Source: an optimization exercise on an open RTL-to-GDS flow (aim: small area, a short achievable clock period and few clock cycles per item). Production flows keep margins and buffers that such runs may drop.

## v6
==> flow/design.v (excerpt) <==
module rv32m_unit (
    input  logic             clk_i,
    input  logic             arst_n_i,
    input  logic             cmd_valid_i,
    output logic             cmd_ready_o,
    input  logic [2:0]       cmd_op_i,
    input  logic [31:0]      cmd_src1_i,
    input  logic [31:0]      cmd_src2_i,
    input  logic [4:0]       cmd_tag_i,
    output logic             rsp_valid_o,
    input  logic             rsp_ready_i,
    output logic [4:0]       rsp_tag_o,
    output logic [31:0]      rsp_result_o
);
    localparam int NC = 3;
    logic        mul_valid, mul_ready, mul_hi;
    logic [32:0] mul_x, mul_y;
    logic [4:0]  mul_tag;
    logic        mul_rsp_valid, mul_rsp_take;
    logic [4:0]  mul_rsp_tag;
    logic [31:0] mul_rsp_result;
    logic [NC-1:0] div_ld, div_free, div_done, div_take;
    logic [31:0]   div_dvd, div_dvs;
    logic          div_is_rem, div_neg_q, div_neg_r;
    logic [4:0]    div_tag;
    logic [NC-1:0][4:0]  div_rsp_tag;
    logic [NC-1:0][31:0] div_rsp_mag;
    logic [NC-1:0]       div_rsp_neg;
    muldiv_router u_router (
        .clk_i          (clk_i),
        .arst_n_i       (arst_n_i),
        .cmd_valid_i    (cmd_valid_i),
        .cmd_ready_o    (cmd_ready_o),
        .cmd_op_i       (cmd_op_i),
        .cmd_src1_i     (cmd_src1_i),
        .cmd_src2_i     (cmd_src2_i),
        .cmd_tag_i      (cmd_tag_i),
        .rsp_valid_o    (rsp_valid_o),
        .rsp_ready_i    (rsp_ready_i),
        .rsp_tag_o      (rsp_tag_o),
        .rsp_result_o   (rsp_result_o),
        .mul_valid      (mul_valid),
        .mul_ready      (mul_ready),
        .mul_x          (mul_x),
        .mul_y          (mul_y),
        .mul_hi         (mul_hi),
        .mul_tag        (mul_tag),
        .mul_rsp_valid  (mul_rsp_valid),
        .mul_rsp_take   (mul_rsp_take),
        .mul_rsp_tag    (mul_rsp_tag),
        .mul_rsp_result (mul_rsp_result),
        .div_ld         (div_ld),
  ...
For scale: ~7800 cells after synthesis, ~660 flip-flops, ~120 I/O pins.
Settings: LEC_CHECK=0, CAP_MARGIN=20, CORE_MARGIN=2, CORE_UTILIZATION=40, PLACE_DENSITY=0.6, SLEW_MARGIN=20; clock period 10.0 ns.
run.sh (not shown) runs the stock make flow with config.mk's settings and CLKGATE_MAP_FILE= SYNTH_SCRIPT=/design/flow/synth_recipe.tcl, a recipe that flattens the netlist after the stock synthesis.
The flow did not stop early for v6: all stages ran, and the layout cleared the timing, DRC and antenna checks.
Relative to v6, the following input files were edited for v7:
--- a/flow/design.v
+++ b/flow/design.v
@@ -16,33 +16,33 @@
     input  logic                mul_ready,
     output logic [32:0]         mul_x,
     output logic [32:0]         mul_y,
     output logic                mul_hi,
     output logic [4:0]          mul_tag,
     input  logic                mul_rsp_valid,
     output logic                mul_rsp_take,
     input  logic [4:0]          mul_rsp_tag,
     input  logic [31:0]         mul_rsp_result,
-    output logic [3-1:0] div_ld,
+    output logic [2-1:0] div_ld,
     output logic [31:0]         div_dvd,
     output logic [31:0]         div_dvs,
     output logic                div_is_rem,
     output logic                div_neg_q,
     output logic                div_neg_r,
     output logic [4:0]          div_tag,
-    input  logic [3-1:0] div_free,
-    input  logic [3-1:0] div_done,
-    output logic [3-1:0] div_take,
-    input  logic [3-1:0][4:0]  div_rsp_tag,
-    input  logic [3-1:0][31:0] div_rsp_mag,
-    input  logic [3-1:0]       div_rsp_neg
+    input  logic [2-1:0] div_free,
+    input  logic [2-1:0] div_done,
+    output logic [2-1:0] div_take,
+    input  logic [2-1:0][4:0]  div_rsp_tag,
+    input  logic [2-1:0][31:0] div_rsp_mag,
+    input  logic [2-1:0]       div_rsp_neg
 );
-    localparam int NC = 3;
+    localparam int NC = 2;
     localparam int EW = 3 + 1 + 1 + 32 + 32 + 5;
     logic [EW-1:0] in_e, h_q, k_q;
     logic          h_valid, k_valid;
     logic          accept, h_pop;
     logic          h_is_div, div_any_free;
     logic          in_sa, in_sb;
     logic [2:0]    h_op;
     logic          h_sa, h_sb;
     logic [31:0]   h_a, h_b;
@@ -2629,19 +2629,19 @@
     input  logic [2:0]       cmd_op_i,
     input  logic [31:0]      cmd_src1_i,
     input  logic [31:0]      cmd_src2_i,
     input  logic [4:0]       cmd_tag_i,
     output logic             rsp_valid_o,
     input  logic             rsp_ready_i,
     output logic [4:0]       rsp_tag_o,
     output logic [31:0]      rsp_result_o
 );
-    localparam int NC = 3;
+    localparam int NC = 2;
     logic        mul_valid, mul_ready, mul_hi;
     logic [32:0] mul_x, mul_y;
     logic [4:0]  mul_tag;
     logic        mul_rsp_valid, mul_rsp_take;
     logic [4:0]  mul_rsp_tag;
     logic [31:0] mul_rsp_result;
     logic [NC-1:0] div_ld, div_free, div_done, div_take;
     logic [31:0]   div_dvd, div_dvs;
     logic          div_is_rem, div_neg_q, div_neg_r;
[summary]
Compared with v6, v7 shows number of cells produced by synthesis that has gone down by more than 10%.
Fraction of area in registers: lower on v7
v7 — sequential area share after synthesis 0.87 points lower, v6 as reference
Lower number of stages on the worst hold path among v6 and v7: v7
Of v6 and v7, v6 shows the higher synthesized flop and latch total, with v7 below it.
Against v6 as the reference, v7 delivers a lower count of non-CTS inverters in the layout.
Multi-input combinational cell area: v6 and v7 compared, lower one is v7
Relative to v6, the overall via count from detail_route measured on v7 has decreased by more than 10%.
Measured against v7, the number of signal-net buffers in the layout of v6 comes out at 1.16 times the reference value.
Comparing v6 and v7, the higher clock-buffer cell count was measured on v6.
In v7 relative to v6, sequential cell count had gone down by more than 10%.
Function was not checked in any run of this note: the RTL went through the layout flow alone.

what the ideal ports hide:
The results above use ideal ports. As a check the final layouts listed here were re-extracted and re-timed, cells and wires unchanged. Step 1: set_driving_cell puts a clkbuf_16 on clk_i and a buf_2 on each other input, an assumption about the parent block. Step 2 also shifts input and output timing later by t, the mid clock arrival at the registers, as if the neighbouring blocks saw the same clock. a / b / c = no drivers / after step 1 / after step 2; a / b = the first two.
| run | t (ns) | setup slack, ns | worst setup path after step 2 | worst slew at a driven data input, ns |
|---|---|---|---|---|
| v6 | 0.827 | 2.304 / 2.304 / 2.304 | register to register | 0.06 |
| v7 | 0.788 | 1.863 / 1.863 / 1.863 | register to register | 0.08 |
After both steps setup and hold are still met in every run listed.
